This is an optimization exercise on Yosys and OpenROAD, whose aim is small area, not a production implementation. At most, simulation tests tie the RTL to the original design; equivalence was not proved. Power figures rest on the tool's default switching activity, not on a simulated workload.

==> module trail_row_pick, before the edit <==
module trail_row_pick (
	input  wire low_n,
	input  wire high_n,
	input  wire row_sel,
	output wire zero_n
);
	assign zero_n = !(row_sel && !(low_n && high_n));
endmodule
==> module trail_row_read, before the edit <==
module trail_row_read (
	input  wire [13:0] q,
	input  wire [13:0] col_n,
	input  wire        row_sel,
	output wire        zero_n
);
	wire [6:0] part;
	genvar i;
	generate
		for (i = 0; i < 7; i = i + 1)
		begin : g_part
			trail_read2 u_part (
				.q(q[2*i+1:2*i]),
				.col_n(col_n[2*i+1:2*i]),
				.zero(part[i])
			);
		end
	endgenerate
	wire low_n;
	wire high_n;
	assign low_n = !(|part[3:0]);
	assign high_n = !(|part[6:4]);
	trail_row_pick u_pick (.low_n(low_n), .high_n(high_n), .row_sel(row_sel), .zero_n(zero_n));
endmodule
==> module trail_line_rd_n, before the edit <==
module trail_line_rd_n (
	input  wire high,
	input  wire low,
	output wire line_n
);
	assign line_n = !(high && low);
endmodule
==> module trail_collision, before the edit <==
module trail_collision (
	input  wire       Clk,
	input  wire       rst,
	input  wire       heads_step,
	input  wire [7:0] blue_next,
	input  wire [7:0] red_next,
	input  wire [7:0] blue_head,
	input  wire [7:0] red_head,
	input  wire       round_reset,
	output reg        outcome,
	output reg        blue_crash,
	output reg        red_crash
);
	localparam [7:0] BLUE_START = 8'h82;
	localparam [7:0] RED_START = 8'h8D;
	reg        phase;
	reg        clear_late;
	reg        blue_pending;
	reg        red_pending;
	wire       clear;
	reg        port_blue;
	reg        read_red;
	wire       red_pending_next;
	wire       write;
	reg  [7:0] addr;
	wire [7:0] addr_next;
	wire       port_blue_next;
	wire       border;
	wire       meet;
	wire       zero;
	wire       hit;
	wire [13:0] row_sel;
	wire [13:0] row_n;
	wire [13:0] col_n;
	wire [13:0] col_rd_n;
	wire [13:0] row_zero_n;
	assign clear = !phase && (round_reset || clear_late);
	assign write = phase && (port_blue ? (heads_step || blue_pending) : (read_red || red_pending));
	assign border = (addr[7:4] == 4'd0) || (addr[7:4] == 4'd15) ||
	                (addr[3:0] == 4'd0) || (addr[3:0] == 4'd15);
	assign meet = (blue_head == red_head);
	wire [3:0] row_hi;
	wire [3:0] row_hi_write;
	wire [3:0] row_lo;
	wire [3:0] col_hi;
	wire [3:0] col_lo;
	genvar i;
	generate
		for (i = 0; i < 8; i = i + 1)
		begin : g_addr
			trail_addr_bit u_addr (
				.port_blue(port_blue_next),
				.blue(blue_next[i]),
				.red(red_next[i]),
				.addr(addr_next[i])
			);
		end
	endgenerate
	trail_predec u_row_hi (.bits(addr[7:6]), .line(row_hi));
	trail_predec_en u_row_hi_write (.bits(addr[7:6]), .enable(write), .line(row_hi_write));
	trail_predec u_row_lo (.bits(addr[5:4]), .line(row_lo));
	trail_predec u_col_hi (.bits(addr[3:2]), .line(col_hi));
	trail_predec u_col_lo (.bits(addr[1:0]), .line(col_lo));
	generate
		for (i = 1; i < 15; i = i + 1)
		begin : g_line
			trail_line u_row_sel (
				.high(row_hi[i/4]),
				.low(row_lo[i%4]),
				.line(row_sel[i-1])
			);
			trail_line_n u_row_n (
				.high(row_hi_write[i/4]),
				.low(row_lo[i%4]),
				.clear(clear),
				.line_n(row_n[i-1])
			);
			trail_line_n u_col_n (
				.high(col_hi[i/4]),
				.low(col_lo[i%4]),
				.clear(clear),
				.line_n(col_n[i-1])
			);
			trail_line_rd_n u_col_rd_n (
				.high(col_hi[i/4]),
				.low(col_lo[i%4]),
				.line_n(col_rd_n[i-1])
			);
		end
	endgenerate
	genvar r, c;
	generate
		for (r = 1; r < 15; r = r + 1)
		begin : g_row
			wire [13:0] q;
			for (c = 1; c < 15; c = c + 1)
			begin : g_col
				if (r*16+c == BLUE_START || r*16+c == RED_START)
				begin : g_start
					assign q[c-1] = !phase;
				end
				else
				begin : g_cell
					trail_cell u_cell (
						.Clk(Clk),
						.row_n(row_n[r-1]),
						.col_n(col_n[c-1]),
						.q(q[c-1])
					);
				end
			end
			trail_row_read u_read (
				.q(q),
				.col_n(col_rd_n),
				.row_sel(row_sel[r-1]),
				.zero_n(row_zero_n[r-1])
			);
		end
	endgenerate
	assign zero = !(&row_zero_n);
	assign hit = border || meet || (zero == phase);
	assign port_blue_next = !(heads_step || red_pending_next);
	assign red_pending_next = !clear && ((read_red && !phase) || (red_pending && !(write && !port_blue)));
	always @(posedge Clk)
	begin
		phase <= !phase && !rst;
		clear_late <= round_reset && phase;
		blue_pending <= !clear && ((heads_step && !phase) || (blue_pending && !(write && port_blue)));
		red_pending <= red_pending_next;
		port_blue <= port_blue_next;
		addr <= addr_next;
		read_red <= heads_step && !rst;
		outcome <= read_red && !rst;
		red_crash <= hit;
		blue_crash <= red_crash;
	end
endmodule
clock: 4.0 ns
lec_check: 0
cap_margin: 20
core_margin: 2
core_utilization: 65
cts_buf_list: sky130_fd_sc_hd__clkbuf_8
cts_cluster_diameter: 50
cts_cluster_size: 16
gpl_timing_driven: 0
slew_margin: 20
synth_hierarchical: 1
standard.sh (not shown) runs the stock make flow with config.mk's settings and CLKGATE_MAP_FILE= SYNTH_SCRIPT=/design/flow/synth_recipe.tcl, a recipe that flattens the netlist after the stock synthesis.
==> flow/flow/run.sh <==
#!/bin/bash
# Own layout flow: the standard flow (standard.sh, which runs the
# standard synthesis script) with ABC mapping for a light load (small cells; placement repair sizes them), smaller port buffers and ABC's
# buffers removed before placement. standard.sh's output goes to
# standard.log here; each ORFS step logs under orfs/logs.
set -euo pipefail
export BUFFER_PORTS_ARGS="-buffer_cell sky130_fd_sc_hd__buf_1"
export REMOVE_ABC_BUFFERS=1
bash standard.sh ABC_LOAD_IN_FF=1 finish > standard.log 2>&1
Next try:
--- a/flow/design.v
+++ b/flow/design.v
@@ -149,20 +149,12 @@
 	input  wire [1:0] q,
 	input  wire [1:0] col_n,
 	output wire       zero
 );
 	assign zero = !((q[0] || col_n[0]) && (q[1] || col_n[1]));
 endmodule
-module trail_row_pick (
-	input  wire low_n,
-	input  wire high_n,
-	input  wire row_sel,
-	output wire zero_n
-);
-	assign zero_n = !(row_sel && !(low_n && high_n));
-endmodule
 module trail_row_read (
 	input  wire [13:0] q,
 	input  wire [13:0] col_n,
 	input  wire        row_sel,
 	output wire        zero_n
 );
@@ -175,17 +167,13 @@
 				.q(q[2*i+1:2*i]),
 				.col_n(col_n[2*i+1:2*i]),
 				.zero(part[i])
 			);
 		end
 	endgenerate
-	wire low_n;
-	wire high_n;
-	assign low_n = !(|part[3:0]);
-	assign high_n = !(|part[6:4]);
-	trail_row_pick u_pick (.low_n(low_n), .high_n(high_n), .row_sel(row_sel), .zero_n(zero_n));
+	assign zero_n = !(row_sel && (|part));
 endmodule
 module trail_addr_bit (
 	input  wire port_blue,
 	input  wire blue,
 	input  wire red,
 	output wire addr
@@ -216,19 +204,12 @@
 	input  wire low,
 	input  wire clear,
 	output wire line_n
 );
 	assign line_n = !((high && low) || clear);
 endmodule
-module trail_line_rd_n (
-	input  wire high,
-	input  wire low,
-	output wire line_n
-);
-	assign line_n = !(high && low);
-endmodule
 module trail_line (
 	input  wire high,
 	input  wire low,
 	output wire line
 );
 	assign line = high && low;
@@ -264,13 +245,12 @@
 	wire       meet;
 	wire       zero;
 	wire       hit;
 	wire [13:0] row_sel;
 	wire [13:0] row_n;
 	wire [13:0] col_n;
-	wire [13:0] col_rd_n;
 	wire [13:0] row_zero_n;
 	assign clear = !phase && (round_reset || clear_late);
 	assign write = phase && (port_blue ? (heads_step || blue_pending) : (read_red || red_pending));
 	assign border = (addr[7:4] == 4'd0) || (addr[7:4] == 4'd15) ||
 	                (addr[3:0] == 4'd0) || (addr[3:0] == 4'd15);
 	assign meet = (blue_head == red_head);
@@ -313,17 +293,12 @@
 			trail_line_n u_col_n (
 				.high(col_hi[i/4]),
 				.low(col_lo[i%4]),
 				.clear(clear),
 				.line_n(col_n[i-1])
 			);
-			trail_line_rd_n u_col_rd_n (
-				.high(col_hi[i/4]),
-				.low(col_lo[i%4]),
-				.line_n(col_rd_n[i-1])
-			);
 		end
 	endgenerate
 	genvar r, c;
 	generate
 		for (r = 1; r < 15; r = r + 1)
 		begin : g_row
@@ -343,13 +318,13 @@
 						.q(q[c-1])
 					);
 				end
 			end
 			trail_row_read u_read (
 				.q(q),
-				.col_n(col_rd_n),
+				.col_n(col_n),
 				.row_sel(row_sel[r-1]),
 				.zero_n(row_zero_n[r-1])
 			);
 		end
 	endgenerate
 	assign zero = !(&row_zero_n);
Register-to-register slack degrades by 0.67 ns.
Maximum frequency falls by about a fifth.
Sequential share of layout area falls by 2.5 points.
Power rises by a few percent.
Die area falls slightly.
Sequential power rises slightly.
The RTL of the second run of this note was laid out without a check of its function.

---

Another version of the RTL of light_cycle_top (not shown whole).
Size: roughly 32 I/O pins, about 7800 sq um of cells after synthesis.
==> module trail_predec, before the edit <==
module trail_predec (
	input  wire [1:0] bits,
	input  wire       clear,
	output wire [3:0] line
);
	assign line[0] = clear || bits == 2'd0;
	assign line[1] = clear || bits == 2'd1;
	assign line[2] = clear || bits == 2'd2;
	assign line[3] = clear || bits == 2'd3;
endmodule
==> module trail_predec_en, before the edit <==
module trail_predec_en (
	input  wire [1:0] bits,
	input  wire       enable,
	input  wire       clear,
	output wire [3:0] line
);
	assign line[0] = clear || (enable && bits == 2'd0);
	assign line[1] = clear || (enable && bits == 2'd1);
	assign line[2] = clear || (enable && bits == 2'd2);
	assign line[3] = clear || (enable && bits == 2'd3);
endmodule
==> module trail_line_n, before the edit <==
module trail_line_n (
	input  wire high,
	input  wire low,
	output wire line_n
);
	assign line_n = !(high && low);
endmodule
==> module trail_collision, before the edit <==
module trail_collision (
	input  wire       Clk,
	input  wire       rst,
	input  wire       heads_step,
	input  wire [7:0] blue_head,
	input  wire [7:0] red_head,
	input  wire       round_reset,
	output reg        outcome,
	output reg        blue_crash,
	output reg        red_crash
);
	localparam [7:0] BLUE_START = 8'h82;
	localparam [7:0] RED_START = 8'h8D;
	reg        phase;
	reg        last_turn;
	reg        clear;
	reg        port_blue;
	reg        read_red;
	wire       write;
	wire [7:0] addr;
	wire       border;
	wire       meet;
	wire       zero;
	wire       hit;
	wire [13:0] row_sel_n;
	wire [13:0] row_n;
	wire [13:0] col_n;
	wire [13:0] row_found;
	assign write = phase && (heads_step || read_red || outcome || last_turn);
	assign border = (addr[7:4] == 4'd0) || (addr[7:4] == 4'd15) ||
	                (addr[3:0] == 4'd0) || (addr[3:0] == 4'd15);
	assign meet = (blue_head == red_head);
	wire [3:0] row_hi;
	wire [3:0] row_hi_write;
	wire [3:0] row_lo;
	wire [3:0] col_hi;
	wire [3:0] col_lo;
	genvar i;
	generate
		for (i = 0; i < 8; i = i + 1)
		begin : g_addr
			trail_addr_bit u_addr (
				.port_blue(port_blue),
				.blue(blue_head[i]),
				.red(red_head[i]),
				.addr(addr[i])
			);
		end
	endgenerate
	trail_predec u_row_hi (.bits(addr[7:6]), .clear(clear), .line(row_hi));
	trail_predec_en u_row_hi_write (.bits(addr[7:6]), .enable(write), .clear(clear), .line(row_hi_write));
	trail_predec u_row_lo (.bits(addr[5:4]), .clear(clear), .line(row_lo));
	trail_predec u_col_hi (.bits(addr[3:2]), .clear(clear), .line(col_hi));
	trail_predec u_col_lo (.bits(addr[1:0]), .clear(clear), .line(col_lo));
	generate
		for (i = 1; i < 15; i = i + 1)
		begin : g_line
			trail_line_n u_row_sel_n (
				.high(row_hi[i/4]),
				.low(row_lo[i%4]),
				.line_n(row_sel_n[i-1])
			);
			trail_line_n u_row_n (
				.high(row_hi_write[i/4]),
				.low(row_lo[i%4]),
				.line_n(row_n[i-1])
			);
			trail_line_n u_col_n (
				.high(col_hi[i/4]),
				.low(col_lo[i%4]),
				.line_n(col_n[i-1])
			);
		end
	endgenerate
	genvar r, c;
	generate
		for (r = 1; r < 15; r = r + 1)
		begin : g_row
			wire [13:0] q;
			for (c = 1; c < 15; c = c + 1)
			begin : g_col
				if (r*16+c == BLUE_START || r*16+c == RED_START)
				begin : g_start
					assign q[c-1] = !phase;
				end
				else
				begin : g_cell
					trail_cell u_cell (
						.Clk(Clk),
						.row_n(row_n[r-1]),
						.col_n(col_n[c-1]),
						.q(q[c-1])
					);
				end
			end
			trail_row_read u_read (
				.q(q),
				.col_n(col_n),
				.row_sel_n(row_sel_n[r-1]),
				.found(row_found[r-1])
			);
		end
	endgenerate
	assign zero = |row_found;
	trail_hit_pick u_hit (
		.zero(zero),
		.if_zero(border || meet || phase),
		.if_one(border || meet || !phase),
		.hit(hit)
	);
	always @(posedge Clk)
	begin
		phase <= !rst && (clear || !phase);
		last_turn <= outcome;
		clear <= round_reset;
		port_blue <= !(heads_step || read_red);
		read_red <= heads_step && !rst;
		outcome <= read_red && !rst;
		red_crash <= hit;
		blue_crash <= red_crash;
	end
endmodule
Settings: LEC_CHECK=0, CAP_MARGIN=10, CORE_MARGIN=2, CORE_UTILIZATION=65, CTS_BUF_LIST=sky130_fd_sc_hd__clkbuf_4, CTS_CLUSTER_DIAMETER=40, CTS_CLUSTER_SIZE=10, GPL_TIMING_DRIVEN=0, SLEW_MARGIN=10, SYNTH_HIERARCHICAL=1; clock period 4.0 ns.
==> flow/flow/run.sh <==
#!/bin/bash
# Own layout flow: the standard flow (standard.sh, which runs the
# standard synthesis script) with
# - ABC mapping for a light load, so it picks small cells (placement
#   repair sizes up the ones that need it),
# - the smallest buffer on the ports,
# - ABC's buffers removed before placement,
# - clock tree synthesis without dummy loads.
# standard.sh's output goes to standard.log here; each ORFS step logs
# under orfs/logs.
set -euo pipefail
export BUFFER_PORTS_ARGS="-buffer_cell sky130_fd_sc_hd__buf_1"
export REMOVE_ABC_BUFFERS=1
export CTS_ARGS="-sink_clustering_enable -repair_clock_nets -dont_use_dummy_load -buf_list sky130_fd_sc_hd__clkbuf_4 -sink_clustering_size 10 -sink_clustering_max_diameter 40"
bash standard.sh ABC_LOAD_IN_FF=1 finish > standard.log 2>&1
Change:
--- a/flow/design.v
+++ b/flow/design.v
@@ -201,26 +201,32 @@
 module trail_predec (
 	input  wire [1:0] bits,
-	input  wire       clear,
 	output wire [3:0] line
 );
-	assign line[0] = clear || bits == 2'd0;
-	assign line[1] = clear || bits == 2'd1;
-	assign line[2] = clear || bits == 2'd2;
-	assign line[3] = clear || bits == 2'd3;
+	assign line[0] = bits == 2'd0;
+	assign line[1] = bits == 2'd1;
+	assign line[2] = bits == 2'd2;
+	assign line[3] = bits == 2'd3;
 endmodule
 module trail_predec_en (
 	input  wire [1:0] bits,
 	input  wire       enable,
-	input  wire       clear,
 	output wire [3:0] line
 );
-	assign line[0] = clear || (enable && bits == 2'd0);
-	assign line[1] = clear || (enable && bits == 2'd1);
-	assign line[2] = clear || (enable && bits == 2'd2);
-	assign line[3] = clear || (enable && bits == 2'd3);
+	assign line[0] = enable && bits == 2'd0;
+	assign line[1] = enable && bits == 2'd1;
+	assign line[2] = enable && bits == 2'd2;
+	assign line[3] = enable && bits == 2'd3;
 endmodule
 module trail_line_n (
 	input  wire high,
 	input  wire low,
+	input  wire clear,
+	output wire line_n
+);
+	assign line_n = !((high && low) || clear);
+endmodule
+module trail_line_rd_n (
+	input  wire high,
+	input  wire low,
 	output wire line_n
 );
@@ -250,5 +256,5 @@
 	reg        phase;
 	reg        last_turn;
-	reg        clear;
+	wire       clear;
 	reg        port_blue;
 	reg        read_red;
@@ -262,5 +268,7 @@
 	wire [13:0] row_n;
 	wire [13:0] col_n;
+	wire [13:0] col_rd_n;
 	wire [13:0] row_found;
+	assign clear = round_reset;
 	assign write = phase && (heads_step || read_red || outcome || last_turn);
 	assign border = (addr[7:4] == 4'd0) || (addr[7:4] == 4'd15) ||
@@ -284,13 +292,13 @@
 		end
 	endgenerate
-	trail_predec u_row_hi (.bits(addr[7:6]), .clear(clear), .line(row_hi));
-	trail_predec_en u_row_hi_write (.bits(addr[7:6]), .enable(write), .clear(clear), .line(row_hi_write));
-	trail_predec u_row_lo (.bits(addr[5:4]), .clear(clear), .line(row_lo));
-	trail_predec u_col_hi (.bits(addr[3:2]), .clear(clear), .line(col_hi));
-	trail_predec u_col_lo (.bits(addr[1:0]), .clear(clear), .line(col_lo));
+	trail_predec u_row_hi (.bits(addr[7:6]), .line(row_hi));
+	trail_predec_en u_row_hi_write (.bits(addr[7:6]), .enable(write), .line(row_hi_write));
+	trail_predec u_row_lo (.bits(addr[5:4]), .line(row_lo));
+	trail_predec u_col_hi (.bits(addr[3:2]), .line(col_hi));
+	trail_predec u_col_lo (.bits(addr[1:0]), .line(col_lo));
 	generate
 		for (i = 1; i < 15; i = i + 1)
 		begin : g_line
-			trail_line_n u_row_sel_n (
+			trail_line_rd_n u_row_sel_n (
 				.high(row_hi[i/4]),
 				.low(row_lo[i%4]),
@@ -300,4 +308,5 @@
 				.high(row_hi_write[i/4]),
 				.low(row_lo[i%4]),
+				.clear(clear),
 				.line_n(row_n[i-1])
 			);
@@ -305,6 +314,12 @@
 				.high(col_hi[i/4]),
 				.low(col_lo[i%4]),
+				.clear(clear),
 				.line_n(col_n[i-1])
 			);
+			trail_line_rd_n u_col_rd_n (
+				.high(col_hi[i/4]),
+				.low(col_lo[i%4]),
+				.line_n(col_rd_n[i-1])
+			);
 		end
 	endgenerate
@@ -332,5 +347,5 @@
 			trail_row_read u_read (
 				.q(q),
-				.col_n(col_n),
+				.col_n(col_rd_n),
 				.row_sel_n(row_sel_n[r-1]),
 				.found(row_found[r-1])
@@ -348,6 +363,5 @@
 	begin
 		phase <= !rst && (clear || !phase);
-		last_turn <= outcome;
-		clear <= round_reset;
+		last_turn <= outcome && !clear;
 		port_blue <= !(heads_step || read_red);
 		read_red <= heads_step && !rst;
Maximum frequency came out lower by a few percent.
Cell count came out higher slightly.
Worst setup slack got worse by 0.13 ns.
Hold slack got worse by 0.0096 ns.
Routed wire length came out higher by about a fifth.
Combinational power came out higher by roughly a tenth.
Total power came out higher by roughly a tenth.
Global-route usage came out higher by 4.1 points.
Cell area came out higher slightly.
Non-clock buffer count came out higher by 5.
Only the layout flow was run in the second run of this note; the RTL was not checked for function there.

-- port drivers added, routing unchanged --
The results above use ideal ports. As a check the final layouts listed here were re-extracted and re-timed, cells and wires unchanged. Step 1, drivers: a clkbuf_16 drives Clk and a buf_2 each remaining input, both assumed. Step 2, shift: input delay + t, output delay - t, t = (earliest + latest rising clock arrival at the registers) / 2. This alone moves slack from input paths to output paths. Slacks: ideal ports / drivers / drivers and shift; pairs: ideal ports / drivers.
run | shift t [ns] | setup slack, ns | worst register clock-pin slew, ns | worst data-port slew with drivers (ns)
the first run of note 1 | 0.553 | 0.799 / 0.799 / 0.440 | 0.10 / 0.10 | 0.03
the second run of note 1 | 0.546 | 0.134 / 0.134 / 0.134 | 0.10 / 0.10 | 0.03
the first run of note 2 | 0.653 | 0.212 / 0.212 / 0.212 | 0.11 / 0.11 | 0.03
the second run of note 2 | 0.663 | 0.084 / 0.084 / 0.084 | 0.10 / 0.10 | 0.03
After both steps setup and hold are still met in every run listed. The setup slack of the first run of note 1, which loses most, moves by 0.000 ns with the drivers and by -0.359 ns with both steps.
